Context: an optimization exercise on an open-source flow, tuned for small area. The choices shown serve that exercise and are no tape-out recipe. Function was checked by simulation only, so behaviour that the tests miss may differ from the original. Power figures rest on the tool's default switching activity, not on a simulated workload.

File: flow/config.mk
export PLATFORM = sky130hd
export DESIGN_NAME = scct_top
export DESIGN_NICKNAME = scct_top
export VERILOG_FILES = /design/flow/design.v
export SDC_FILE = /design/flow/constraint.sdc
export NUM_CORES = 4
export LEC_CHECK = 0
export CAP_MARGIN = 20
export CORE_MARGIN = 2
export CORE_UTILIZATION = 40
export CTS_BUF_LIST = sky130_fd_sc_hd__clkbuf_4
export PLACE_DENSITY = 0.6
export SLEW_MARGIN = 20
File: flow/constraint.sdc
create_clock -name core_clock -period 10.0 [get_ports {clk}]
set_input_delay 2.0000 -clock core_clock [delete_from_list [all_inputs] [get_ports {clk}]]
set_output_delay 2.0000 -clock core_clock [all_outputs]
set_load 0.01 [all_outputs]
File: flow/design.v
package scct_timer_pkg;
   localparam int unsigned CTR_W  = 32;
   localparam int unsigned PSC_W  = 16;
   localparam int unsigned NUM_CH = 4;
   localparam logic [1:0] ACT_NONE = 2'd0;
   localparam logic [1:0] ACT_SET  = 2'd1;
   localparam logic [1:0] ACT_CLR  = 2'd2;
   localparam logic [1:0] ACT_TGL  = 2'd3;
endpackage
package scct_reg_pkg;
   localparam int unsigned ADR_W = 4;
   localparam int unsigned DAT_W = 32;
   localparam int unsigned REG_CTR     = 0;
   localparam int unsigned REG_PSC     = 1;
   localparam int unsigned REG_CTR_IE  = 2;
   localparam int unsigned REG_CTR_IS  = 3;
   localparam int unsigned REG_CH_MODE = 4;
   localparam int unsigned REG_CH_ACT  = 5;
   localparam int unsigned REG_CH_IE   = 6;
   localparam int unsigned REG_CH_IS   = 7;
   localparam int unsigned REG_CH_INP  = 8;
   localparam int unsigned REG_CH_OUT  = 9;
   localparam int unsigned REG_CCR0    = 10;
   localparam int unsigned NUM_REG = 14;
endpackage
`timescale 1ns/1ps
import scct_timer_pkg::*;
import scct_reg_pkg::*;
module scct_top (
   input  logic              clk,
   input  logic              rst,
   input  logic              wb_cyc_i,
   input  logic              wb_stb_i,
   input  logic              wb_we_i,
   input  logic [ADR_W-1:0]  wb_adr_i,
   input  logic [DAT_W-1:0]  wb_dat_i,
   output logic [DAT_W-1:0]  wb_dat_o,
   output logic              wb_ack_o,
   input  logic [NUM_CH-1:0] pins_i,
   output logic [NUM_CH-1:0] pins_o,
   output logic              irq_o
);
   logic              ack_q;
   logic [DAT_W-1:0]  rdat_q;
   logic              req;
   logic              wr;
   logic [15:0]       wsel;
   logic [DAT_W-1:0]  rd_mux;
   assign req = wb_cyc_i & wb_stb_i & ~ack_q;
   assign wr  = ack_q & wb_we_i;
   always_comb begin
      wsel = '0;
      wsel[wb_adr_i] = wr;
   end
   logic [PSC_W-1:0] psc_q;
   logic [PSC_W-1:0] pcnt_q;
   logic [CTR_W-1:0] ctr_q;
   logic             ctr_ie_q;
   logic             ctr_is_q;
   logic             tick_q;
   logic             step;
   logic             wrap;
   assign step = (pcnt_q >= psc_q);
   assign wrap = step & (&ctr_q) & ~wsel[REG_CTR];
   always_ff @(posedge clk or posedge rst) begin
      if (rst) begin
         ack_q    <= 1'b0;
         psc_q    <= '0;
         pcnt_q   <= '0;
         ctr_q    <= '0;
         ctr_ie_q <= 1'b0;
         ctr_is_q <= 1'b0;
         tick_q   <= 1'b0;
      end else begin
         ack_q <= req;
         if (wsel[REG_PSC])    psc_q    <= wb_dat_i[PSC_W-1:0];
         if (wsel[REG_CTR_IE]) ctr_ie_q <= wb_dat_i[0];
         if (wsel[REG_CTR]) begin
            ctr_q  <= wb_dat_i;
            pcnt_q <= '0;
            tick_q <= 1'b0;
         end else if (step) begin
            ctr_q  <= ctr_q + 1'b1;
            pcnt_q <= '0;
            tick_q <= 1'b1;
         end else begin
            pcnt_q <= pcnt_q + 1'b1;
            tick_q <= 1'b0;
         end
         ctr_is_q <= (ctr_is_q & ~(wsel[REG_CTR_IS] & wb_dat_i[0])) | wrap;
      end
   end
   logic [NUM_CH-1:0] ch_mode;
   logic [2*NUM_CH-1:0] ch_act;
   logic [CTR_W-1:0]  ch_ccr [NUM_CH];
   logic [NUM_CH-1:0] ch_ie;
   logic [NUM_CH-1:0] ch_is;
   logic [NUM_CH-1:0] ch_pin;
   for (genvar n = 0; n < NUM_CH; n++) begin : g_ch
      logic [2:0] sync_q;
      logic       rise_q;
      logic       capture;
      logic       match;
      assign capture = ch_mode[n] & rise_q;
      assign match   = ~ch_mode[n] & tick_q & (ctr_q == ch_ccr[n]);
      always_ff @(posedge clk or posedge rst) begin
         if (rst) begin
            sync_q         <= '0;
            rise_q         <= 1'b0;
            ch_mode[n]     <= 1'b0;
            ch_act[2*n+:2] <= ACT_NONE;
            ch_ccr[n]      <= '0;
            ch_ie[n]       <= 1'b0;
            ch_is[n]       <= 1'b0;
            ch_pin[n]      <= 1'b0;
         end else begin
            sync_q <= {sync_q[1:0], pins_i[n]};
            rise_q <= sync_q[1] & ~sync_q[2];
            if (wsel[REG_CH_MODE]) ch_mode[n]     <= wb_dat_i[n];
            if (wsel[REG_CH_ACT])  ch_act[2*n+:2] <= wb_dat_i[2*n+:2];
            if (wsel[REG_CH_IE])   ch_ie[n]       <= wb_dat_i[n];
            if (capture)                   ch_ccr[n] <= ctr_q;
            else if (wsel[REG_CCR0 + n])   ch_ccr[n] <= wb_dat_i;
            if (match) begin
               case (ch_act[2*n+:2])
                  ACT_SET: ch_pin[n] <= 1'b1;
                  ACT_CLR: ch_pin[n] <= 1'b0;
                  ACT_TGL: ch_pin[n] <= ~ch_pin[n];
                  default: ch_pin[n] <= ch_pin[n];
               endcase
            end
            ch_is[n] <= (ch_is[n] & ~(wsel[REG_CH_IS] & wb_dat_i[n])) | capture | match;
         end
      end
   end
   always_comb begin
      rd_mux = '0;
      case (wb_adr_i)
         4'd0:  rd_mux = ctr_q;
         4'd1:  rd_mux[PSC_W-1:0] = psc_q;
         4'd2:  rd_mux[0] = ctr_ie_q;
         4'd3:  rd_mux[0] = ctr_is_q;
         4'd4:  rd_mux[NUM_CH-1:0] = ch_mode;
         4'd5:  rd_mux[2*NUM_CH-1:0] = ch_act;
         4'd6:  rd_mux[NUM_CH-1:0] = ch_ie;
         4'd7:  rd_mux[NUM_CH-1:0] = ch_is;
         4'd8:  rd_mux[NUM_CH-1:0] = pins_i;
         4'd9:  rd_mux[NUM_CH-1:0] = ch_pin;
         4'd10: rd_mux = ch_ccr[0];
         4'd11: rd_mux = ch_ccr[1];
         4'd12: rd_mux = ch_ccr[2];
         4'd13: rd_mux = ch_ccr[3];
         default: rd_mux = '0;
      endcase
   end
   always_ff @(posedge clk) begin
      rdat_q <= rd_mux;
   end
   assign wb_ack_o = ack_q;
   assign wb_dat_o = rdat_q;
   assign pins_o   = ch_pin;
   assign irq_o    = (ctr_ie_q & ctr_is_q) | (|(ch_ie & ch_is));
endmodule
File: flow/run.sh
#!/bin/bash
# synth_recipe.tcl (not shown) runs the flow's synth.tcl, then flattens the netlist and writes it again
# the make line also repeats each setting of config.mk as NAME=value (left out here)
make -C /OpenROAD-flow-scripts/flow DESIGN_CONFIG=/design/flow/config.mk WORK_HOME=/design/flow/orfs CLKGATE_MAP_FILE= SYNTH_SCRIPT=/design/flow/synth_recipe.tcl finish
==> flow_metrics.tcl, run 1 <==
set metrics [dict create \
    synth-compound-area-share_pct 13.8 \
    netlist.area_leader.share_pct 41.2 \
    rsz0062_at_grt "false" \
    synthSimpleGateAreaFrac_pct 14.3 \
    die_x_um 193 \
    finalHoldViolCount 0 \
    routed-via-count 11900 \
    synthAdderAreaFrac_pct 1.92 \
    power_frac_seq_pct 45.9 \
    m1WireLength_um 20200 \
    fin_crit_sh_pct 48.0 \
    finalMaxSlewViolations 0 \
    ir_drop_v 0.000101 \
    n_fill_cell 3451 \
    boundaryPins 83 \
    htree_levels 3 \
    grt-ovfl-total 0 \
    area_growth_pct 15.7 \
    synth_cell_types 48 \
    synth-async-reset-ratio_pct 88.1 \
    internal_power_mw 2.42 \
    yosysTopAreaCell "dfrtp_1" \
    yosysWarnings 2 \
    dr_wl_met2_um 20500 \
    arrival_ns 5.45 \
    power.switching_mw 1.35 \
    synthTopCellsByArea "dfrtp_1 (41%), mux2i_1 (9.2%), xor2_1 (7.6%)" \
    seq_area_frac_synth_pct 45.7 \
    dpl_cell_area_mm2 0.0155 \
    rrSetupSlack_ns 6.31 \
    maxCapViolCount 0 \
    clk_pin_slew_worst_paths_ns 0.06 \
    place_hpwl_um 30000 \
    leakage_nw 6.89 \
    final_layout_size_suffix_gt1_share_pct 10.3 \
    max_freq_mhz 208 \
    gp_congestion 0.901 \
    wl_per_cell_um 21.6 \
    drt_iter0_markers 1142 \
    synth_top_family_by_area "simple AND/OR/NAND/NOR gates" \
    placed_cells 1984 \
    synthFlopType "dfrtp_1" \
    grt_max_degree 128 \
    wirelength_um 46000 \
    synth_xor_area_share_pct 10.5 \
    dieHeight_um 193 \
    ant_nets 0 \
    grt_pass1_wl_um 70100 \
    period_minus_slack_ns 4.80 \
    die-area_mm2 0.0373 \
    fin_nets 1671 \
    cts_setup_buffers 0 \
    setup.worst_path.class "in2reg" \
    p_clk_share_pct 29.6 \
    final_cell_area_mm2 0.0166 \
    numPortBuffers 82 \
    wl_met3_um 3680 \
    swShare_pct 35.9 \
    tightest_slew_ns 0.994 \
    synth_edf_count 0 \
    cts_made_buffers 79 \
    coreArea_mm2 0.0354 \
    rows 69 \
    avgSynthCellArea_um2 9.33 \
    dr.max_layer_used "met4" \
    syn-num-nets 1603 \
    cellPowerDensity_mw_per_mm2 228 \
    ys_ff_latch 268 \
    fin_cells 2131 \
    setup_viol 0 \
    cts_tree "built" \
    hp-class "reg2reg" \
    fin_skew_ns 0.0555 \
    viasPerCell 5.59 \
    cts_buffer_depth 3 \
    slew_headroom_pct 33.1 \
    drc 0 \
    status "finished clean" \
    critPathCaptureType "register" \
    cts_root_buf "clkbuf_4" \
    startpoint_type "primary input" \
    dr.pass1.iters 5 \
    start_util_pct 40.5 \
    path_max_fanout 54 \
    grt_usage_pct 24.4 \
    clock_sinks 268 \
    post_cts_resized 0 \
    antenna_found_initial 1 \
    synthMuxAreaShare_pct 9.78 \
    netlist_instances 1536 \
    ctsHoldBuffers 0 \
    p_comb_share_pct 24.5 \
    total_power_mw 3.77 \
    insertion_delay_ns 0.77 \
    setup_tns_ns 0 \
    required_ns 10.65 \
    syn-cell-area_mm2 0.0143 \
    grt_pass1_vias 11400 \
]
## path summary, 6_finish.rpt
path | to | cells past startpoint | from
setup / recovery | pcnt_q[10] | 9 | wb_adr_i[0]
hold / removal | g_ch[1].sync_q[1] | 0 | g_ch[1].sync_q[0]
setup reg to reg | ctr_q[15] | 10 | psc_q[15]
hold reg to reg | g_ch[1].sync_q[1] | 0 | g_ch[1].sync_q[0]
max in group asynchronous | ch_ccr[0][25] | 3 | rst
min in group asynchronous | pcnt_q[1] | 2 | rst
## worst max-delay path, cell delays in order
cell and delay [ns]:
clkdlybuf4s50_1 0.65, inv_1 0.14, ha_1 0.48, nor3b_2 0.29, buf_4 0.29, nand3_2 0.13
buf_4 0.48, nand3_1 0.62, a21oi_1 0.31
## Yosys cell counts, types with 5 or more instances
master,count
and2_1,7
mux2_2,8
buf_2,10
o21ai_0,148
a222oi_1,6
nand3_1,62
inv_1,35
nand4_1,25
nand2_1,200
a22oi_1,69
xnor2_1,47
buf_1,21
and3_1,8
nor4_1,25
nor3_1,11
nor2_1,94
clkbuf_1,84
xor2_1,124
dfxtp_1,32
mux2i_1,131
ha_1,22
nor2b_1,6
a22o_1,5
a21oi_1,73
dfrtp_1,236
## through the flow
stage	util, %	worst slack, ns	hold WS [ns]
after floorplan	-	1.53	0.331
after global placement	43.8	4.57	0.333
after detailed placement	43.8	4.41	0.337
after CTS	46.8	5.23	0.351
after global routing	46.8	4.94	0.357
final	46.8	5.20	0.348
## state kept, by name, summed over array words and instances (netlist names)
| signal | cells |
|---|---|
| ch_ccr | 128 |
| ctr_q | 32 |
| rdat_q | 32 |
| pcnt_q | 16 |
| psc_q | 16 |
| g_ch.sync_q | 12 |
| ch_act | 8 |
| ch_ie | 4 |
| ch_is | 4 |
| ch_mode | 4 |
| ch_pin | 4 |
| g_ch.rise_q | 4 |
| ack_q | 1 |
| ctr_ie_q | 1 |
| ctr_is_q | 1 |
| tick_q | 1 |
## power groups by stage
stage	clock [mW]	sequential [mW]	combinational [mW]
floorplan	0	1.66	0.584
global placement	0	1.73	0.895
detailed placement	0	1.74	0.914
CTS	1.15	1.72	0.918
global route	1.21	1.77	1.02
finish	1.12	1.73	0.926
## cell families (layout without fill, tap and decap cells)
group | count (synthesis) | count (layout)
simple gates | 455 | 455
fa+ha+maj | 22 | 22
compound gates | 330 | 330
buf+inv | 151 | 284
mux | 139 | 139
other cells | 0 | 1
xor+xnor | 171 | 171
flops | 268 | 268
## routing by layer
| layer | GRT usage, % | up-vias |
|---|---|---|
| met4 | 10.9 | 0 |
| met1 | 33.5 | 5754 |
| met3 | 5.67 | 101 |
| met2 | 36.7 | 507 |
| met5 | 0 | - |
| li1 | - | 5548 |
## area by class of cell
| type | count | area, um^2 | share of cell area, % |
|---|---|---|---|
| Clock buffer | 121 | 908 | 5.48 |
| Multi-Input combinational cell | 1117 | 7260 | 43.8 |
| Sequential cell | 268 | 6550 | 39.5 |
| Antenna cell | 1 | 2.50 | 0.0151 |
| Inverter | 35 | 139 | 0.838 |
| Clock inverter | 25 | 165 | 0.997 |
| Tap cell | 461 | 577 | 3.48 |
| Timing Repair Buffer | 103 | 978 | 5.90 |
## layout by cell type (no fill, tap or decap), types with 3 or more instances in the layout
master and instances:
nand4_1 25, nand2_1 198, mux2_2 8, a21oi_1 73, clkinv_1 18, or4_1 3, nand3_1 61, and2_2 3
clkdlybuf4s50_1 82, a32oi_1 3, clkinvlp_4 5, clkbuf_4 121, buf_4 21, dfxtp_1 32, nand4b_1 4, mux2i_1 131
nor2_1 94, nor3_2 3, a211oi_1 3, o31ai_1 4, nor4_1 25, o21ai_0 148, a22oi_1 69, nor3_1 8
a22o_1 5, ha_1 22, inv_1 34, nor2b_1 6, a31oi_1 3, and3_1 7, o211ai_1 3, a222oi_1 6
dfrtp_1 236, and2_1 6, xnor2_1 47, xor2_1 124
==> run 2, diff against run 1 <==
--- a/flow/config.mk
+++ b/flow/config.mk
@@ -10,3 +10,2 @@
 export CORE_UTILIZATION = 40
-export CTS_BUF_LIST = sky130_fd_sc_hd__clkbuf_4
 export PLACE_DENSITY = 0.6
==> run 2 against run 1 <==
Against the previous run:
- synthesized cell count unchanged
- critical path depth unchanged
- clock power about the same
- power up 0.70%
- area after synthesis unchanged
- die area unchanged
- via count down 2.3%
- setup slack worse by 0.18 ns
- clock skew down 0.023 ns
- first-iteration DRC count up 9.9%
- highest routed layer unchanged
==> flow_metrics.tcl, run 2 <==
set metrics [dict create \
    status "finished clean" \
    netlist.area_leader.share_pct 41.2 \
    boundaryPins 83 \
    wirelength_um 45700 \
    register_area_mm2 0.00655 \
    seq_area_frac_synth_pct 45.7 \
    multi_input_area_mm2 0.00726 \
    syn-cell-area_mm2 0.0143 \
    slew_headroom_pct 37.3 \
    ir_drop_v 0.000156 \
    largest_reg_flops 128 \
    leakage_nw 6.78 \
    fin_util_pct 46.6 \
    clock_sinks 268 \
    final_cell_mix "dfrtp_1 (236), nand2_1 (198), o21ai_0 (148)" \
    clk_pin_slew_worst_paths_ns 0.06 \
    antenna_found_initial 0 \
    cts_setup_buffers 0 \
    final_layout_size_suffix_gt1_share_pct 5.82 \
    tightest_slew_ns 0.932 \
    syn-num-nets 1603 \
    fin_nets 1623 \
    synth_cell_types 48 \
    wl_per_cell_um 22.4 \
    synth_edf_count 0 \
    fin_skew_ns 0.0322 \
    netlist_instances 1536 \
    routed-via-count 11600 \
    n_fill_cell 3389 \
    die-area_mm2 0.0373 \
    yosysWarnings 2 \
    placed_cells 1984 \
    viasPerCell 5.70 \
    period_minus_slack_ns 4.98 \
    finalHoldViolCount 0 \
    drt_iter0_markers 1255 \
    fin_crit_sh_pct 49.8 \
    hp-class "reg2reg" \
    largest-register "ch_ccr" \
    rsz0062_at_grt "false" \
    arrival_ns 5.48 \
    fin_ws_ns 5.02 \
    yosysMostFrequentCell "dfrtp_1" \
    grt_max_degree 128 \
    area_growth_pct 15.2 \
    setup.worst_path.class "in2reg" \
    total_power_mw 3.80 \
    required_ns 10.50 \
    numPortBuffers 82 \
    gp_congestion 0.901 \
    synthTopCellsByArea "dfrtp_1 (41%), mux2i_1 (9.2%), xor2_1 (7.6%)" \
    startpoint_type "primary input" \
    reg.largest.list "ch_ccr (128), ctr_q (32), rdat_q (32)" \
    path_cells "clkdlybuf4s50_1 -> inv_1 -> ha_1 -> nor3b_2 -> buf_4 -> nand3_2 -> buf_4 -> nand3_1 -> a21oi_1" \
    finalMaxSlewViolations 0 \
    die_x_um 193 \
    coreArea_mm2 0.0354 \
    rows 69 \
    ys_ff_latch 268 \
    max_freq_mhz 201 \
    synth-async-reset-ratio_pct 88.1 \
    synth_common_cells "dfrtp_1 (236), nand2_1 (200), o21ai_0 (148), mux2i_1 (131), xor2_1 (124)" \
    grt-ovfl-total 0 \
    maxCapViolCount 0 \
    synthFlopType "dfrtp_1" \
    cp_slowest_stage_delay_ns 0.65 \
    cts_buffer_depth 3 \
    crit_buf_inv 4 \
    dieHeight_um 193 \
    cellPowerDensity_mw_per_mm2 230 \
    setup_tns_ns 0 \
    avgSynthCellArea_um2 9.33 \
    drc 0 \
    antenna_cells 0 \
    place_hpwl_um 30000 \
    start_util_pct 40.5 \
    cpMaxStageDelayCell "clkdlybuf4s50_1" \
    cp_common_cell "buf_4" \
    htree_levels 1 \
    cts_root_buf "clkbuf_16" \
    ant_nets 0 \
    final_common_cell "dfrtp_1" \
    path_max_fanout 54 \
    grt_pass1_vias 11100 \
    post_cts_resized 0 \
    place_ws_ns 4.41 \
    yosysTopAreaCell "dfrtp_1" \
    setup_viol 0 \
    grt_usage_pct 24.1 \
    ctsHoldBuffers 0 \
    crit_family "buffers and inverters" \
    critPathCaptureType "register" \
    fin_cells 2041 \
    insertion_delay_ns 0.60 \
    cts_made_buffers 31 \
    cts_tree "built" \
    dr.pass1.iters 6 \
    grt_pass1_wl_um 69900 \
]
run 2: cell counts after synthesis:
Identical to the previous run, type by type.
run 2: cell type report:
| class | count | share of cell area (%) |
|---|---|---|
| sequential | 268 | 39.7 |
| inverter | 35 | 0.842 |
| tap | 461 | 3.50 |
| clock buffer | 46 | 5.41 |
| clock inverter | 11 | 0.682 |
| multi-input combinational | 1117 | 44.0 |
| timing repair buffer | 103 | 5.93 |
run 2: path summary, 6_finish.rpt:
path / start / end / slack [ns] / cells past startpoint
worst max-delay path: wb_adr_i[0] / pcnt_q[10] / 5.02 / 9
min in group asynchronous: rst / pcnt_q[1] / 2.03 / 2
worst min register to register: g_ch[1].sync_q[0] / g_ch[1].sync_q[1] / 0.35 / 0
max in group asynchronous: rst / ch_ccr[1][27] / 6.53 / 3
worst max register to register: psc_q[15] / ctr_q[15] / 6.31 / 10
worst min-delay path: g_ch[1].sync_q[0] / g_ch[1].sync_q[1] / 0.35 / 0
run 2: report_power, final:
group | switching [mW] | total (mW) | leakage (nW) | internal [mW]
clock network | 0.478 | 1.14 | 0.500 | 0.665
registers | 0.320 | 1.73 | 2.94 | 1.41
logic | 0.521 | 0.925 | 3.34 | 0.404
total | 1.32 | 3.80 | 6.78 | 2.48
run 2: worst register-to-register path, delay by kind of cell (launching register included):
kind            cells  cell delay [ns]
buf+inv             2             0.42
xor+xnor            1             0.17
flops               1             0.37
fa+ha+maj           1             0.32
compound gates      3             1.47
simple gates        3             0.88
run 2: through the flow:
step	hold slack [ns]	cell area, um^2
2_1_floorplan	0.331	14300
3_3_place_gp	0.333	15500
3_5_place_dp	0.337	15500
4_1_cts	0.351	16500
5_1_grt	0.356	16500
6_report	0.348	16500
run 2: cells by family (layout without fill, tap and decap cells):
logic type | after synthesis | after routing | share of synthesized area, %
compound gates | 330 | 330 | 13.8
xor+xnor | 171 | 171 | 10.5
fa+ha+maj | 22 | 22 | 1.92
buf+inv | 151 | 195 | 4.10
flops | 268 | 268 | 45.7
mux | 139 | 139 | 9.78
simple gates | 455 | 455 | 14.3
run 2: per-layer routing:
metal  vias up  wire length [um]  GRT usage (%)
met5         -                 0              0
met4         0              1910           10.0
met3       112              3390           3.94
met2       475             20100           36.7
met1      5661             20300           34.2
li1       5394                 -              -
==> run 3, diff against run 2 <==
--- a/flow/config.mk
+++ b/flow/config.mk
@@ -10,2 +10,3 @@
 export CORE_UTILIZATION = 40
+export CTS_BUF_LIST = sky130_fd_sc_hd__clkbuf_8
 export PLACE_DENSITY = 0.6
==> run 3 against run 2 <==
Against the previous run:
- setup slack improved by 0.023 ns
- sequential share of layout area shrank 0.34 points
- global-route usage up 0.099 points
- critical endpoint unchanged
- die area did not move
- clock skew is 0.0060 ns higher
- non-clock buffer count stayed put
- routed wire length grew 0.20%
- still clean on timing, DRC and antenna
- area after synthesis stayed put
- sequential cell count unchanged
==> flow_metrics.tcl, run 3 <==
set metrics [dict create \
    setup_viol 0 \
    largest_reg_flops 128 \
    fin_nets 1641 \
    register_area_mm2 0.00655 \
    syn-num-nets 1603 \
    finalHoldViolCount 0 \
    status "finished clean" \
    reg.largest.list "ch_ccr (128), ctr_q (32), rdat_q (32)" \
    n_fill_cell 3388 \
    hp-class "reg2reg" \
    dr.pass1.iters 5 \
    clock_sinks 268 \
    grt_pass1_wl_um 69900 \
    synthFlopType "dfrtp_1" \
    grt_max_degree 128 \
    cp_common_cell "buf_4" \
    area_growth_pct 16.2 \
    synthTopCellsByArea "dfrtp_1 (41%), mux2i_1 (9.2%), xor2_1 (7.6%)" \
    path_cells "clkdlybuf4s50_1 -> inv_1 -> ha_1 -> nor3b_2 -> buf_4 -> nand3_2 -> buf_4 -> nand3_1 -> a21oi_1" \
    post_cts_resized 0 \
    path_max_fanout 54 \
    coreArea_mm2 0.0354 \
    synth_edf_count 0 \
    netlist.area_leader.share_pct 41.2 \
    max_freq_mhz 202 \
    cts_tree "built" \
    hold_start "g_ch[1].sync_q[0]" \
    rr_endpoint "ctr_q[15]" \
    ctsHoldBuffers 0 \
    place_hpwl_um 30000 \
    dieHeight_um 193 \
    hold_end "g_ch[1].sync_q[1]" \
    antenna_found_initial 0 \
    clk_pin_slew_worst_paths_ns 0.06 \
    holdPathStages 0 \
    synth-async-reset-ratio_pct 88.1 \
    die_x_um 193 \
    numPortBuffers 82 \
    drc 0 \
    die-area_mm2 0.0373 \
    setup_tns_ns 0 \
    arrival_ns 5.46 \
    netlist_instances 1536 \
    seq_area_frac_synth_pct 45.7 \
    synth_common_cells "dfrtp_1 (236), nand2_1 (200), o21ai_0 (148), mux2i_1 (131), xor2_1 (124)" \
    yosysTopAreaCell "dfrtp_1" \
    wirelength_um 45800 \
    setup.worst_path.class "in2reg" \
    drt_iter0_markers 1163 \
    htree_levels 2 \
    fin_ws_ns 5.04 \
    cellPowerDensity_mw_per_mm2 232 \
    yosysMostFrequentCell "dfrtp_1" \
    cp_slowest_stage_delay_ns 0.65 \
    critPathCaptureType "register" \
    cts_root_buf "clkbuf_8" \
    required_ns 10.50 \
    crit_family "buffers and inverters" \
    rsz0062_at_grt "false" \
    ant_nets 0 \
    rrSetupSlack_ns 6.31 \
    startpoint_type "primary input" \
    gp_congestion 0.901 \
    routed-via-count 11600 \
    period_minus_slack_ns 4.96 \
    fin_util_pct 47.0 \
    final_common_cell "dfrtp_1" \
    final_layout_size_suffix_gt1_share_pct 7.86 \
    ys_ff_latch 268 \
    multi_input_area_mm2 0.00726 \
    synth_cell_types 48 \
    antenna_cells 0 \
    wl_per_cell_um 22.0 \
    cts_made_buffers 49 \
    place_ws_ns 4.41 \
    crit_buf_inv 4 \
    fin_skew_ns 0.0382 \
    cpMaxStageDelayCell "clkdlybuf4s50_1" \
    viasPerCell 5.60 \
    syn-cell-area_mm2 0.0143 \
    rows 69 \
    maxCapViolCount 0 \
    start_util_pct 40.5 \
    boundaryPins 83 \
    leakage_nw 6.91 \
    finalMaxSlewViolations 0 \
    slew_headroom_pct 37.2 \
    grt_usage_pct 24.2 \
    rr_worst_depth 10 \
    final_cell_mix "dfrtp_1 (236), nand2_1 (198), o21ai_0 (148)" \
    cts_setup_buffers 0 \
    avgSynthCellArea_um2 9.33 \
    timing.rr.start "psc_q[15]" \
    grt-ovfl-total 0 \
    tightest_slew_ns 0.943 \
    ir_drop_v 0.000116 \
    grt_pass1_vias 11200 \
    insertion_delay_ns 0.63 \
    cts_buffer_depth 3 \
    yosysWarnings 2 \
    fin_crit_sh_pct 49.6 \
    largest-register "ch_ccr" \
]
-- run 3: kinds of logic (layout without fill, tap and decap cells) --
logic type               after synthesis  after routing  synth area share (%)
multiplexers                         139            139                  9.78
flip-flops                           268            268                  45.7
AND/OR/NAND/NOR                      455            455                  14.3
buffers and inverters                151            230                  4.10
AO/OA/AOI/OAI                        330            330                  13.8
XOR/XNOR                             171            171                  10.5
adder cells (fa/ha/maj)               22             22                  1.92
-- run 3: final cells by class --
class	instances	share of cell area [%]
flip-flops and latches	268	39.3
inverters	35	0.834
clock inverters	21	1.03
clock buffers	71	5.87
multi-input cells	1117	43.6
repair buffers	103	5.88
well taps	461	3.47
-- run 3: through the flow --
step           area [um^2]  hold slack, ns  total power, mW  instances
2_1_floorplan        14300           0.331             2.25       1536
3_3_place_gp         15500           0.333             2.62       1984
3_5_place_dp         15500           0.337             2.65       1984
4_1_cts              16600           0.351             3.87       2076
5_1_grt              16600           0.356             4.06       2076
6_report             16600           0.349             3.86       2076
-- run 3: how the worst max path moves through the flow --
stage | slack [ns] | depth (start not counted) | end | start
floorplan | 1.53 | 1 | ack_q | rst
global placement | 4.57 | 9 | pcnt_q[10] | wb_adr_i[0]
detailed placement | 4.41 | 9 | pcnt_q[10] | wb_adr_i[0]
CTS | 5.08 | 9 | pcnt_q[10] | wb_adr_i[0]
global route | 4.80 | 9 | pcnt_q[10] | wb_adr_i[0]
finish | 5.04 | 9 | pcnt_q[10] | wb_adr_i[0]
-- run 3: power breakdown --
| group | total, mW | internal [mW] | switching (mW) |
|---|---|---|---|
| combinational | 0.922 | 0.404 | 0.518 |
| sequential | 1.73 | 1.41 | 0.320 |
| clock | 1.20 | 0.705 | 0.499 |
-- run 3: per-layer routing --
metal / vias up / track usage [%] / routed length (um)
li1: 5442 / - / -
met1: 5646 / 34.5 / 20800
met2: 452 / 37.3 / 20600
met3: 90 / 3.63 / 2950
met4: 0 / 9.16 / 1430
met5: - / 0 / 0
-- run 3: worst reg2reg max path: stages, from the launching register on --
cell,delay (ns)
dfrtp_1,0.37
inv_1,0.09
ha_1,0.32
nand4_1,0.18
or4_1,0.56
o32a_1,0.43
a2111oi_4,0.87
buf_4,0.33
nand3_1,0.11
xor2_1,0.17
a21oi_1,0.18
==> run 4, diff against run 3 <==
==> flow/flow/run.sh (new file) <==
#!/bin/bash
# Own layout flow: the standard.sh with
#  - an area-oriented ABC script in synthesis (flow/synth.tcl, flow/area.abc),
#  - the smallest buffer on every input and output port,
#  - a clock tree without dummy loads, built from clkbuf_8 with larger sink clusters.
# Every tool's output goes to the ORFS logs under orfs/logs; make's own output to flow_make.log.
set -euo pipefail
W=$(pwd)
export BUFFER_PORTS_ARGS="-buffer_cell sky130_fd_sc_hd__buf_1"
export CTS_ARGS="-sink_clustering_enable -repair_clock_nets -dont_use_dummy_load -buf_list sky130_fd_sc_hd__clkbuf_8 -sink_clustering_size 15 -sink_clustering_max_diameter 50"
sed "s#SYNTH_SCRIPT=[^ ]*#SYNTH_SCRIPT=$W/flow/synth.tcl #" standard.sh > own_standard.sh
bash own_standard.sh finish > flow_make.log 2>&1
==> flow/flow/area.abc (new file) <==
strash
&get -n
&fraig -x
&put
dc2
strash
&get -n
&deepsyn -T 20
&put
strash
&get -n
&dch -f
&nf -R 1000 -p -F 8 -A 4 -C 32
&put
==> flow/flow/synth.tcl (new file) <==
# The standard flow's synthesis (synth_recipe.tcl, unchanged) with an area-oriented ABC script
# for the combinational mapping; registers are mapped exactly as in the standard flow's synthesis.
set flowdir [file dirname [file normalize [info script]]]
set ::my_abc_script $flowdir/area.abc
proc abc {args} {
  set i [lsearch -exact $args -script]
  if {$i >= 0} { set args [lreplace $args [expr {$i+1}] [expr {$i+1}] $::my_abc_script] }
  yosys abc {*}$args
}
source [file dirname $flowdir]/synth_recipe.tcl
==> flow/standard.sh (new file) <==
#!/bin/bash
# synth_recipe.tcl (not shown) runs the flow's synth.tcl, then flattens the netlist and writes it again
# the make line also repeats each setting of config.mk as NAME=value (left out here)
make -C /OpenROAD-flow-scripts/flow DESIGN_CONFIG=/design/flow/config.mk WORK_HOME=/design/flow/orfs CLKGATE_MAP_FILE= SYNTH_SCRIPT=/design/flow/synth_recipe.tcl "${@:-finish}"
--- a/flow/config.mk
+++ b/flow/config.mk
@@ -10,3 +10,2 @@
 export CORE_UTILIZATION = 40
-export CTS_BUF_LIST = sky130_fd_sc_hd__clkbuf_8
 export PLACE_DENSITY = 0.6
removed: flow/run.sh
==> run 4 against run 3 <==
Against the previous run:
- design area fell by 13%
- first-iteration DRC count rose by 95%
- final cell count fell by 12%
- clock-buffer cell count fell by 36
- via count rose by 9.6%
- largest power group unchanged
- utilization fell by 1.5 points
- combinational power rose by 33%
- area after synthesis fell by 10%
- clock skew rose by 0.034 ns
- global-route usage rose by 11 points
- synthesized cell count fell by 16%
==> flow_metrics.tcl, run 4 <==
set metrics [dict create \
    critPathCaptureType "register" \
    path_max_fanout 5 \
    fin_crit_sh_pct 64.0 \
    place_hpwl_um 41300 \
    die_x_um 183 \
    netlist_instances 1283 \
    rsz0062_at_grt "false" \
    ant_nets 0 \
    clock_sinks 268 \
    fin_ws_ns 3.60 \
    post_cts_resized 0 \
    required_ns 10.42 \
    yosysWarnings 2 \
    drt_iter0_markers 2271 \
    period_minus_slack_ns 6.40 \
    synthFlopType "dfrtp_1" \
    maxCapViolCount 0 \
    htree_levels 2 \
    largest_reg_flops 128 \
    grt_max_degree 110 \
    arrival_ns 6.82 \
    cts_setup_buffers 0 \
    grt-ovfl-total 0 \
    slew_headroom_pct 17.7 \
    netlist.area_leader.share_pct 45.9 \
    ctsHoldBuffers 0 \
    seq_area_frac_synth_pct 50.9 \
    routed-via-count 12700 \
    die-area_mm2 0.0336 \
    setup_viol 0 \
    largest-register "ch_ccr" \
    viasPerCell 6.98 \
    start_util_pct 40.7 \
    avgSynthCellArea_um2 10.0 \
    antenna_cells 0 \
    wirelength_um 59300 \
    ir_drop_v 0.000131 \
    finalHoldViolCount 0 \
    setup.worst_path.class "reg2reg" \
    cts_tree "built" \
    dieHeight_um 183 \
    reg.largest.list "ch_ccr (128), ctr_q (32), rdat_q (32)" \
    hp-class "reg2reg" \
    syn-cell-area_mm2 0.0129 \
    insertion_delay_ns 0.57 \
    synth_edf_count 0 \
    finalMaxSlewViolations 0 \
    final_common_cell "dfrtp_1" \
    grt_pass1_vias 12000 \
    synth_cell_types 41 \
    cts_buffer_depth 3 \
    fin_skew_ns 0.0721 \
    tightest_slew_ns 1.22 \
    startpoint_type "register" \
    max_freq_mhz 156 \
    synthTopCellsByArea "dfrtp_1 (46%), a222oi_1 (8.8%), o22ai_1 (5.7%)" \
    yosysTopAreaCell "dfrtp_1" \
    final_cell_mix "dfrtp_1 (236), clkinv_1 (172), o22ai_1 (118)" \
    cts_root_buf "clkbuf_8" \
    ys_ff_latch 268 \
    leakage_nw 5.61 \
    cellPowerDensity_mw_per_mm2 274 \
    gp_congestion 1.01 \
    drc 0 \
    syn-num-nets 1350 \
    grt_usage_pct 35.2 \
    antenna_found_initial 0 \
    wl_per_cell_um 32.5 \
    cts_made_buffers 35 \
    coreArea_mm2 0.0316 \
    fin_nets 1492 \
    synth_common_cells "dfrtp_1 (236), clkinv_1 (173), o22ai_1 (118), a222oi_1 (113), nand2_1 (89)" \
    area_growth_pct 11.9 \
    status "finished clean" \
    place_ws_ns 3.77 \
    numPortBuffers 82 \
    yosysMostFrequentCell "dfrtp_1" \
    setup_tns_ns 0 \
    cpMaxStageDelayCell "nor3_1" \
    boundaryPins 83 \
    rows 65 \
    final_layout_size_suffix_gt1_share_pct 4.85 \
    synth-async-reset-ratio_pct 88.1 \
    dr.pass1.iters 9 \
    cp_slowest_stage_delay_ns 0.45 \
    grt_pass1_wl_um 86000 \
    clk_pin_slew_worst_paths_ns 0.10 \
]
==> run 4: cell types whose count changed after synthesis, moves of 111 or more <==
cell and change:
nand2_1 -111, o22ai_1 +117, xor2_1 -112, o21ai_0 -114
mux2i_1 -131, clkinv_1 +173
==> run 4: critical path, delay by kind of cell (launching register included) <==
| kind | cells | cell delay [ns] |
|---|---|---|
| buf+inv | 1 | 0.09 |
| flops | 1 | 0.40 |
| simple gates | 20 | 4.31 |
| fa+ha+maj | 1 | 0.26 |
| compound gates | 12 | 1.20 |
==> run 4: layer usage <==
layer | GRT usage (%) | part of all wire, % | routed length [um] | vias up
met5 | 0 | 0 | 0 | -
met4 | 15.5 | 5.1 | 3000 | 0
met3 | 6.12 | 10 | 6080 | 178
met2 | 54.1 | 44 | 26100 | 905
met1 | 48.9 | 41 | 24100 | 6315
li1 | - | - | - | 5344
==> run 4: cells by family after synthesis <==
kind of cell	after synthesis	share of synthesized area, %
buffers and inverters	173	5.05
XOR/XNOR	31	2.11
multiplexers	10	0.875
flip-flops	268	50.9
adder cells (fa/ha/maj)	22	2.14
AO/OA/AOI/OAI	498	28.3
AND/OR/NAND/NOR	281	10.7
==> run 4: area by class of cell <==
type	instances	area, um^2
sequential	268	6550
clock buffer	35	482
multi-input combinational	842	5710
inverter	173	657
fill	3080	17200
timing repair buffer	105	500
tap	402	503
==> run 4: final timing paths <==
path / start / to / slack, ns / cells past startpoint
setup reg to reg: pcnt_q[0] / ctr_q[31] / 3.60 / 34
max in group asynchronous: rst / ch_ccr[1][12] / 6.91 / 3
hold / removal: g_ch[3].sync_q[0] / g_ch[3].sync_q[1] / 0.35 / 0
hold reg to reg: g_ch[3].sync_q[0] / g_ch[3].sync_q[1] / 0.35 / 0
min in group asynchronous: rst / g_ch[2].sync_q[2] / 1.62 / 2
setup / recovery: pcnt_q[0] / ctr_q[31] / 3.60 / 34
==> run 4: power breakdown <==
group / switching (mW) / internal [mW]
clock: 0.391 / 0.311
combinational: 0.766 / 0.463
sequential: 0.589 / 1.42
total: 1.75 / 2.20
==> run 4: metrics by stage <==
| step | hold slack [ns] | instances | instance area [um^2] | util [%] | power, mW |
|---|---|---|---|---|---|
| after global routing | 0.363 | 1825 | 14400 | 45.5 | 4.09 |
| after global placement | 0.332 | 1789 | 13900 | 43.9 | 3.19 |
| after detailed placement | 0.336 | 1789 | 13900 | 43.9 | 3.19 |
| after CTS | 0.348 | 1824 | 14400 | 45.4 | 3.89 |
| after floorplan | 0.331 | 1283 | 12900 | - | 2.50 |
| final | 0.349 | 1825 | 14400 | 45.5 | 3.95 |
==> run 5, diff against run 4 <==
--- a/flow/flow/run.sh
+++ b/flow/flow/run.sh
@@ -9,3 +9,3 @@
 export BUFFER_PORTS_ARGS="-buffer_cell sky130_fd_sc_hd__buf_1"
-export CTS_ARGS="-sink_clustering_enable -repair_clock_nets -dont_use_dummy_load -buf_list sky130_fd_sc_hd__clkbuf_8 -sink_clustering_size 15 -sink_clustering_max_diameter 50"
+export CTS_ARGS="-sink_clustering_enable -repair_clock_nets -dont_use_dummy_load -buf_list sky130_fd_sc_hd__clkbuf_16 -sink_clustering_size 30 -sink_clustering_max_diameter 60"
 sed "s#SYNTH_SCRIPT=[^ ]*#SYNTH_SCRIPT=$W/flow/synth.tcl #" standard.sh > own_standard.sh
==> run 5 against run 4 <==
Against the previous run:
- clock skew is 0.028 ns lower
- die area stayed put
- global-route usage is 0.22 points lower
- hold slack worse by 0.011 ns
- design area is 1.0% higher
- critical path type unchanged
- largest cell class unchanged
==> flow_metrics.tcl, run 5 <==
set metrics [dict create \
    internal_power_mw 2.33 \
    die_x_um 183 \
    clock_sinks 268 \
    netlist.area_leader.share_pct 45.9 \
    netlist_instances 1283 \
    p_comb_share_pct 30.1 \
    holdWs_ns 0.338 \
    antenna_found_initial 1 \
    ys_ff_latch 268 \
    synthFlopType "dfrtp_1" \
    startpoint_type "register" \
    cp-endpoint "ctr_q[31]" \
    final_common_cell "dfrtp_1" \
    cp-startpoint "pcnt_q[0]" \
    syn-num-nets 1350 \
    synthTopCellsByArea "dfrtp_1 (46%), a222oi_1 (8.8%), o22ai_1 (5.7%)" \
    finalHoldViolCount 0 \
    die-area_mm2 0.0336 \
    post_cts_resized 0 \
    power.switching_mw 1.76 \
    avgSynthCellArea_um2 10.0 \
    synth-async-reset-ratio_pct 88.1 \
    cpMaxStageDelayCell "nor3_1" \
    cp_slowest_stage_delay_ns 0.45 \
    numPortBuffers 82 \
    syn-cell-area_mm2 0.0129 \
    boundaryPins 83 \
    drc 0 \
    antenna_cells 0 \
    wl_per_cell_um 32.6 \
    coreArea_mm2 0.0316 \
    crit_buf_inv 1 \
    setup_viol 0 \
    timing.rr.start "pcnt_q[0]" \
    maxCapViolCount 0 \
    rsz0062_at_grt "false" \
    hp-class "reg2reg" \
    seq_area_frac_synth_pct 50.9 \
    reg.largest.list "ch_ccr (128), ctr_q (32), rdat_q (32)" \
    critPathCaptureType "register" \
    synth_edf_count 0 \
    fin_skew_ns 0.0441 \
    arrival_ns 6.82 \
    routed-via-count 12800 \
    cts_setup_buffers 0 \
    rows 65 \
    start_util_pct 40.7 \
    insertion_delay_ns 0.56 \
    largest-register "ch_ccr" \
    cts_tree "built" \
    gp_congestion 1.01 \
    final_cell_mix "dfrtp_1 (236), clkinv_1 (172), o22ai_1 (118)" \
    yosysTopAreaCell "dfrtp_1" \
    final_layout_size_suffix_gt1_share_pct 4.25 \
    wirelength_um 59200 \
    path_depth 34 \
    status "finished clean" \
    rr_endpoint "ctr_q[31]" \
    slew_headroom_pct 24.6 \
    setup.worst_path.class "reg2reg" \
    synth_common_cells "dfrtp_1 (236), clkinv_1 (173), o22ai_1 (118), a222oi_1 (113), nand2_1 (89)" \
    htree_levels 1 \
    ir_drop_v 0.000163 \
    place_ws_ns 3.77 \
    grt_usage_pct 35.0 \
    max_freq_mhz 157 \
    fin_ws_ns 3.62 \
    crit_family "simple AND/OR/NAND/NOR gates" \
    leakage_nw 5.67 \
    synth_cell_types 41 \
    p_clk_share_pct 20.6 \
    fin_crit_sh_pct 63.8 \
    area_growth_pct 13.1 \
    grt-ovfl-total 0 \
    clk_pin_slew_worst_paths_ns 0.08 \
    largest_reg_flops 128 \
    rrSetupSlack_ns 3.62 \
    grt_pass1_vias 11900 \
    path_max_fanout 5 \
    cts_buffer_depth 3 \
    dr.pass1.iters 12 \
    grt_pass1_wl_um 85500 \
    cellPowerDensity_mw_per_mm2 281 \
    required_ns 10.44 \
    yosysWarnings 2 \
    drt_iter0_markers 2441 \
    swShare_pct 43.1 \
    period_minus_slack_ns 6.38 \
    fin_nets 1482 \
    rr_worst_depth 34 \
    cts_root_buf "clkbuf_16" \
    viasPerCell 7.03 \
    setup_tns_ns 0 \
    yosysMostFrequentCell "dfrtp_1" \
    dieHeight_um 183 \
    tightest_slew_ns 1.13 \
    ant_nets 0 \
    power_frac_seq_pct 49.3 \
    finalMaxSlewViolations 0 \
    cts_made_buffers 25 \
    place_hpwl_um 41300 \
    ctsHoldBuffers 0 \
    grt_max_degree 110 \
]
==> run 5: changes by cell type in the layout (fill, tap and decap cells not counted) <==
cell       change
clkbuf_8      -35
clkbuf_16     +25
nor4b_1        -1
nor4b_2        +1
==> run 5: how the worst min path moves through the flow <==
stage | from | end | slack [ns] | cells after the start
after floorplan | g_ch[0].sync_q[0] | g_ch[0].sync_q[1] | 0.33 | 0
after global placement | g_ch[3].sync_q[0] | g_ch[3].sync_q[1] | 0.33 | 0
after detailed placement | g_ch[0].sync_q[0] | g_ch[0].sync_q[1] | 0.34 | 0
after CTS | g_ch[1].sync_q[0] | g_ch[1].sync_q[1] | 0.34 | 0
after global routing | g_ch[1].sync_q[0] | g_ch[1].sync_q[1] | 0.34 | 0
final | g_ch[1].sync_q[0] | g_ch[1].sync_q[1] | 0.34 | 0
==> run 5: layout make-up <==
class	count	area [um^2]
multi-input cells	842	5720
well taps	402	503
inverters	173	657
clock buffers	25	626
repair buffers	105	500
flip-flops and latches	268	6550
fillers	3063	17100
==> run 5: cells by family after synthesis <==
group,Yosys count,share of synthesized area (%)
and+or+nand+nor,281,10.7
AOI/OAI and AO/OA,498,28.3
adders and majority gates,22,2.14
xor gates and xnor gates,31,2.11
buffers and inverters,173,5.05
DFF,268,50.9
muxes,10,0.875
==> run 5: layer usage <==
layer / vias up / part of all wire (%) / track usage [%]
li1: 5334 / - / -
met1: 6334 / 40 / 48.1
met2: 933 / 45 / 54.9
met3: 161 / 11 / 6.51
met4: 0 / 4.7 / 13.6
met5: - / 0 / 0
==> run 5: stage by stage <==
step                utilization (%)  cell area, um^2  std cells  power (mW)
CTS                            45.9            14500       1814        4.03
global placement               43.9            13900       1789        3.19
finish                         46.0            14500       1815        4.09
global route                   46.0            14500       1815        4.23
floorplan                         -            12900       1283        2.50
detailed placement             43.9            13900       1789        3.19
==> run 5: power by group through the flow <==
stage          Clock [mW]  Sequential (mW)  Combinational (mW)
2_1_floorplan           0             1.73               0.765
3_3_place_gp            0             1.99                1.19
3_5_place_dp            0             1.99                1.20
4_1_cts             0.849             1.98                1.20
5_1_grt             0.888             2.02                1.31
6_report            0.843             2.01                1.23
==> run 6, diff against run 5 <==
--- a/flow/flow/run.sh
+++ b/flow/flow/run.sh
@@ -9,3 +9,3 @@
 export BUFFER_PORTS_ARGS="-buffer_cell sky130_fd_sc_hd__buf_1"
-export CTS_ARGS="-sink_clustering_enable -repair_clock_nets -dont_use_dummy_load -buf_list sky130_fd_sc_hd__clkbuf_16 -sink_clustering_size 30 -sink_clustering_max_diameter 60"
+export CTS_ARGS="-sink_clustering_enable -repair_clock_nets -dont_use_dummy_load -buf_list sky130_fd_sc_hd__clkbuf_4 -sink_clustering_size 10 -sink_clustering_max_diameter 40"
 sed "s#SYNTH_SCRIPT=[^ ]*#SYNTH_SCRIPT=$W/flow/synth.tcl #" standard.sh > own_standard.sh
--- a/flow/config.mk
+++ b/flow/config.mk
@@ -7,3 +7,3 @@
 export LEC_CHECK = 0
-export CAP_MARGIN = 20
+export CAP_MARGIN = 0
 export CORE_MARGIN = 2
@@ -11,2 +11,2 @@
 export PLACE_DENSITY = 0.6
-export SLEW_MARGIN = 20
+export SLEW_MARGIN = 0
==> run 6 against run 5 <==
Against the previous run:
- still clean on timing, DRC and antenna
- clock-buffer cell count is 20 higher
- clock skew up 0.058 ns
- die area is the same
- non-clock buffer count shrank 1
- clock power decreased by 29%
- critical endpoint unchanged
- largest power group unchanged
==> flow_metrics.tcl, run 6 <==
set metrics [dict create \
    ir_drop_v 0.000125 \
    die_x_um 183 \
    final_layout_size_suffix_gt1_share_pct 5.45 \
    insertion_delay_ns 0.82 \
    routed-via-count 12800 \
    clk_pin_slew_worst_paths_ns 0.09 \
    place_ws_ns 3.77 \
    syn-num-nets 1350 \
    seq_area_frac_synth_pct 50.9 \
    leakage_nw 5.55 \
    avgSynthCellArea_um2 10.0 \
    htree_levels 2 \
    antenna_found_initial 2 \
    required_ns 10.64 \
    rows 65 \
    numPortBuffers 82 \
    synthMuxAreaShare_pct 0.875 \
    cts_made_buffers 45 \
    die-area_mm2 0.0336 \
    yosysMostFrequentCell "dfrtp_1" \
    crit_buf_inv 1 \
    yosysTopAreaCell "dfrtp_1" \
    placed_cells 1789 \
    viasPerCell 6.98 \
    post_cts_resized 0 \
    place_hpwl_um 41300 \
    ctsHoldBuffers 0 \
    boundaryPins 83 \
    finalMaxSlewViolations 0 \
    startpoint_type "register" \
    critPathCaptureType "register" \
    cellPowerDensity_mw_per_mm2 269 \
    setup_viol 0 \
    coreArea_mm2 0.0316 \
    rsz0062_at_grt "false" \
    cpMaxStageDelayCell "or4_1" \
    drt_iter0_markers 2357 \
    synth_common_cells "dfrtp_1 (236), clkinv_1 (173), o22ai_1 (118), a222oi_1 (113), nand2_1 (89)" \
    grt_pass1_wl_um 85700 \
    cts_buffer_depth 3 \
    final_cell_mix "dfrtp_1 (236), clkinv_1 (172), o22ai_1 (118)" \
    tightest_slew_ns 1.31 \
    setup.worst_path.class "reg2reg" \
    n_fill_cell 3100 \
    synth_xor_area_share_pct 2.11 \
    netlist_instances 1283 \
    period_minus_slack_ns 6.40 \
    reg.largest.list "ch_ccr (128), ctr_q (32), rdat_q (32)" \
    ys_ff_latch 268 \
    gp_congestion 1.01 \
    grt_pass1_vias 12100 \
    synth-async-reset-ratio_pct 88.1 \
    grt-ovfl-total 0 \
    yosysWarnings 2 \
    cts_root_buf "clkbuf_4" \
    largest_reg_flops 128 \
    hp-class "reg2reg" \
    fin_util_pct 45.0 \
    ant_nets 0 \
    wl_per_cell_um 32.3 \
    fin_nets 1501 \
    synthAdderAreaFrac_pct 2.14 \
    synth-compound-area-share_pct 28.3 \
    fin_skew_ns 0.102 \
    status "finished clean" \
    final_common_cell "dfrtp_1" \
    grt_max_degree 110 \
    syn-cell-area_mm2 0.0129 \
    arrival_ns 7.04 \
    fin_crit_sh_pct 64.0 \
    clock_sinks 268 \
    fin_ws_ns 3.60 \
    setup_tns_ns 0 \
    slew_headroom_pct 11.4 \
    synth_top_family_by_area "compound AO/OA/AOI/OAI gates" \
    dpl_cell_area_mm2 0.0139 \
    finalHoldViolCount 0 \
    crit_family "simple AND/OR/NAND/NOR gates" \
    synthTopCellsByArea "dfrtp_1 (46%), a222oi_1 (8.8%), o22ai_1 (5.7%)" \
    start_util_pct 40.7 \
    netlist.area_leader.share_pct 45.9 \
    area_growth_pct 10.6 \
    path_max_fanout 5 \
    cp_slowest_stage_delay_ns 0.45 \
    maxCapViolCount 0 \
    wirelength_um 59400 \
    synthSimpleGateAreaFrac_pct 10.7 \
    synth_cell_types 41 \
    max_freq_mhz 156 \
    cts_tree "built" \
    grt_usage_pct 35.4 \
    drc 0 \
    dieHeight_um 183 \
    dr.pass1.iters 9 \
    final_cell_area_mm2 0.0142 \
    synth_edf_count 0 \
    largest-register "ch_ccr" \
    fin_cells 1837 \
    synthFlopType "dfrtp_1" \
    cts_setup_buffers 0 \
]
## run 6: cell types whose count changed in the layout (fill, tap and decap cells not counted), sizes merged
cell and delta:
buf -1, diode +3, clkbuf +20
## run 6: metal layers
metal	vias to the layer above	GRT usage, %	part of all wire (%)
met2	925	54.7	45
li1	5380	-	-
met5	-	0	0
met3	158	9.21	11
met4	0	14.6	4.5
met1	6353	47.4	40
## run 6: worst reg2reg max path, delay by kind of cell, from the launching register on
| family | cells | cell delay [ns] |
|---|---|---|
| buffers and inverters | 1 | 0.08 |
| AOI/OAI and AO/OA | 12 | 1.20 |
| and+or+nand+nor | 20 | 4.28 |
| adders and majority gates | 1 | 0.26 |
| DFF | 1 | 0.41 |
## run 6: path summary, 6_finish.rpt
path                                         from                 to  slack [ns]  cells after the start
worst max-delay path                    pcnt_q[0]          ctr_q[31]        3.60                     34
min in group asynchronous                     rst  g_ch[3].sync_q[0]        1.37                      2
worst min register to register  g_ch[0].sync_q[0]  g_ch[0].sync_q[1]        0.36                      0
worst max register to register          pcnt_q[0]          ctr_q[31]        3.60                     34
worst min-delay path            g_ch[0].sync_q[0]  g_ch[0].sync_q[1]        0.36                      0
max in group asynchronous                     rst      ch_ccr[2][16]        7.14                      3
## run 6: cells by family after synthesis
kind of cell               Yosys count
AOI/OAI and AO/OA                  498
xor gates and xnor gates            31
adders and majority gates           22
buffers and inverters              173
DFF                                268
muxes                               10
and+or+nand+nor                    281
## run 6: where the power goes
group,internal (mW),total [mW],switching [mW],leakage (nW)
sequential,1.42,2.01,0.587,2.94
clock,0.205,0.596,0.390,0.207
combinational,0.463,1.23,0.762,2.40
## run 6: cell type report
class | instances | area (um^2) | share of cell area (%)
multi-input combinational | 842 | 5710 | 40.1
sequential | 268 | 6550 | 46.0
antenna | 3 | 7.51 | 0.0527
inverter | 173 | 657 | 4.61
tap | 402 | 503 | 3.53
timing repair buffer | 104 | 473 | 3.32
clock buffer | 45 | 338 | 2.37
## run 6: stage by stage
stage	total power [mW]	hold WS (ns)
finish	3.83	0.357
global route	3.99	0.375
CTS	3.79	0.360
detailed placement	3.19	0.336
global placement	3.19	0.332
floorplan	2.50	0.331
==> run 7, diff against run 6 <==
--- a/flow/flow/run.sh
+++ b/flow/flow/run.sh
@@ -9,3 +9,3 @@
 export BUFFER_PORTS_ARGS="-buffer_cell sky130_fd_sc_hd__buf_1"
-export CTS_ARGS="-sink_clustering_enable -repair_clock_nets -dont_use_dummy_load -buf_list sky130_fd_sc_hd__clkbuf_4 -sink_clustering_size 10 -sink_clustering_max_diameter 40"
+export CTS_ARGS="-sink_clustering_enable -repair_clock_nets -dont_use_dummy_load -buf_list sky130_fd_sc_hd__clkbuf_8 -sink_clustering_size 20 -sink_clustering_max_diameter 40"
 sed "s#SYNTH_SCRIPT=[^ ]*#SYNTH_SCRIPT=$W/flow/synth.tcl #" standard.sh > own_standard.sh
==> run 7 against run 6 <==
Against the previous run:
- highest routed layer unchanged
- setup slack lost 0.075 ns
- utilization grew 0.87 points
- sequential cell count is the same
- die area is the same
- hold slack gained 0.00070 ns
- critical path depth is the same
==> flow_metrics.tcl, run 7 <==
set metrics [dict create \
    seq_area_frac_synth_pct 50.9 \
    place_ws_ns 3.77 \
    ctsHoldBuffers 0 \
    netlist.area_leader.share_pct 45.9 \
    total_power_mw 4.06 \
    viasPerCell 7.02 \
    synthSimpleGateAreaFrac_pct 10.7 \
    die-area_mm2 0.0336 \
    setup_tns_ns 0 \
    htree_levels 2 \
    post_cts_resized 0 \
    n_fill_cell 3067 \
    hold_end "g_ch[1].sync_q[1]" \
    syn-num-nets 1350 \
    start_util_pct 40.7 \
    cts_setup_buffers 0 \
    fin_crit_sh_pct 64.8 \
    wirelength_um 59600 \
    required_ns 10.46 \
    fin_ws_ns 3.52 \
    synth_cell_types 41 \
    die_x_um 183 \
    grt_pass1_wl_um 86100 \
    setup_viol 0 \
    critPathCaptureType "register" \
    ys_ff_latch 268 \
    cts_made_buffers 45 \
    final_layout_size_suffix_gt1_share_pct 5.45 \
    crit_buf_inv 1 \
    fin_nets 1501 \
    cts_root_buf "clkbuf_8" \
    syn-cell-area_mm2 0.0129 \
    cts_tree "built" \
    place_hpwl_um 41300 \
    antenna_cells 0 \
    avgSynthCellArea_um2 10.0 \
    rr_endpoint "ctr_q[31]" \
    final_cell_mix "dfrtp_1 (236), clkinv_1 (172), o22ai_1 (118)" \
    synth_edf_count 0 \
    clock_sinks 268 \
    netlist_instances 1283 \
    grt_max_degree 110 \
    ant_nets 0 \
    dieHeight_um 183 \
    fin_skew_ns 0.0700 \
    yosysTopAreaCell "dfrtp_1" \
    rr_worst_depth 34 \
    yosysMostFrequentCell "dfrtp_1" \
    rsz0062_at_grt "false" \
    yosysWarnings 2 \
    synthTopCellsByArea "dfrtp_1 (46%), a222oi_1 (8.8%), o22ai_1 (5.7%)" \
    largest-register "ch_ccr" \
    synth_common_cells "dfrtp_1 (236), clkinv_1 (173), o22ai_1 (118), a222oi_1 (113), nand2_1 (89)" \
    setup.worst_path.class "reg2reg" \
    tightest_slew_ns 1.26 \
    drc 0 \
    slew_headroom_pct 14.8 \
    cpMaxStageDelayCell "or4_1" \
    synthAdderAreaFrac_pct 2.14 \
    hp-class "reg2reg" \
    wl_per_cell_um 32.5 \
    gp_congestion 1.01 \
    final_cell_area_mm2 0.0145 \
    maxCapViolCount 0 \
    finalHoldViolCount 0 \
    final_common_cell "dfrtp_1" \
    ir_drop_v 0.000130 \
    synth_top_family_by_area "compound AO/OA/AOI/OAI gates" \
    largest_reg_flops 128 \
    numPortBuffers 82 \
    antenna_found_initial 0 \
    crit_family "simple AND/OR/NAND/NOR gates" \
    period_minus_slack_ns 6.48 \
    path_depth 34 \
    grt_usage_pct 35.5 \
    synth_xor_area_share_pct 2.11 \
    timing.rr.start "pcnt_q[0]" \
    synth-compound-area-share_pct 28.3 \
    cts_buffer_depth 3 \
    clk_pin_slew_worst_paths_ns 0.07 \
    grt-ovfl-total 0 \
    synthFlopType "dfrtp_1" \
    rrSetupSlack_ns 3.52 \
    path_max_fanout 5 \
    hold_start "g_ch[1].sync_q[0]" \
    dpl_cell_area_mm2 0.0139 \
    area_growth_pct 12.7 \
    insertion_delay_ns 0.64 \
    max_freq_mhz 154 \
    rows 65 \
    drt_iter0_markers 2288 \
    holdPathStages 0 \
    cp_slowest_stage_delay_ns 0.45 \
    synth-async-reset-ratio_pct 88.1 \
    startpoint_type "register" \
    arrival_ns 6.94 \
    finalMaxSlewViolations 0 \
    cellPowerDensity_mw_per_mm2 280 \
    reg.largest.list "ch_ccr (128), ctr_q (32), rdat_q (32)" \
    synthMuxAreaShare_pct 0.875 \
    boundaryPins 83 \
    leakage_nw 5.67 \
    dr.pass1.iters 7 \
    coreArea_mm2 0.0316 \
    grt_pass1_vias 12100 \
    status "finished clean" \
    routed-via-count 12900 \
]
[run 7: layout make-up]
class                   instances  area, um^2  share of cell area [%]
repair buffers                104         473                    3.26
flip-flops and latches        268        6550                    45.1
multi-input cells             842        5710                    39.4
well taps                     402         503                    3.47
clock buffers                  45         619                    4.27
inverters                     173         657                    4.53
[run 7: cells by family after synthesis]
| kind of cell | after synthesis |
|---|---|
| AO/OA/AOI/OAI | 498 |
| AND/OR/NAND/NOR | 281 |
| adder cells (fa/ha/maj) | 22 |
| XOR/XNOR | 31 |
| flip-flops | 268 |
| multiplexers | 10 |
| buffers and inverters | 173 |
[run 7: worst register-to-register path, delay by kind of cell (launching register included)]
| family | cells | cell delay (ns) |
|---|---|---|
| buffers and inverters | 1 | 0.08 |
| AND/OR/NAND/NOR | 20 | 4.34 |
| adder cells (fa/ha/maj) | 1 | 0.26 |
| flip-flops | 1 | 0.40 |
| AO/OA/AOI/OAI | 12 | 1.22 |
[run 7: worst max path at each step]
stage | from | end | slack [ns]
floorplan | rst | ack_q | 3.69
global placement | pcnt_q[0] | ctr_q[31] | 3.89
detailed placement | pcnt_q[0] | ctr_q[31] | 3.77
CTS | pcnt_q[0] | ctr_q[31] | 3.68
global route | pcnt_q[0] | ctr_q[31] | 2.83
finish | pcnt_q[0] | ctr_q[31] | 3.52
[run 7: per-stage QoR]
step,hold WS (ns),utilization [%],std cells
2_1_floorplan,0.331,-,1283
3_3_place_gp,0.332,43.9,1789
3_5_place_dp,0.336,43.9,1789
4_1_cts,0.359,45.9,1834
5_1_grt,0.369,45.9,1834
6_report,0.358,45.9,1834
[run 7: power breakdown]
part / internal [mW] / switching, mW
Sequential: 1.43 / 0.588
Clock: 0.395 / 0.422
Combinational: 0.463 / 0.766
Total: 2.28 / 1.78
[run 7: layer usage]
metal,vias to the layer above,GRT usage (%),share of wire (%)
li1,5361,-,-
met1,6381,48.0,40
met2,973,55.3,44
met3,161,7.23,11
met4,0,15.6,4.6
met5,-,0,0

==> separate check: timing with driven ports <==
No port has a modelled driver above. Below, the same layouts with a new extraction and two added sets of constraints.
Step 1 (the two cells are an assumption about what drives the block):
set clk [get_ports {clk}]
set_driving_cell -lib_cell sky130_fd_sc_hd__clkbuf_16 $clk
set_driving_cell -lib_cell sky130_fd_sc_hd__buf_2 [delete_from_list [all_inputs] $clk]
Step 2, shift: input delay + t, output delay - t, t = (earliest + latest rising clock arrival at the registers) / 2. This alone moves slack from input paths to output paths.
Slacks: ideal / step 1 / step 2; pairs: ideal / step 1.
run	t, ns	setup slack, ns	worst setup path at the end	pins driven straight from the clock port
run 1	0.787	5.198 / 5.212 / 4.424	input to register	1
run 2	0.636	5.020 / 5.040 / 4.404	input to register	1
run 3	0.656	5.043 / 5.060 / 4.404	input to register	1
run 4	0.584	3.600 / 3.600 / 3.600	register to register	1
run 5	0.591	3.622 / 3.622 / 3.622	register to register	1
run 6	0.815	3.600 / 3.600 / 3.600	register to register	1
run 7	0.658	3.525 / 3.525 / 3.525	register to register	1
After both steps every run listed still meets setup and hold. For run 1, which loses most, drivers alone change the setup slack by +0.014 ns; drivers and shift together by -0.774 ns.
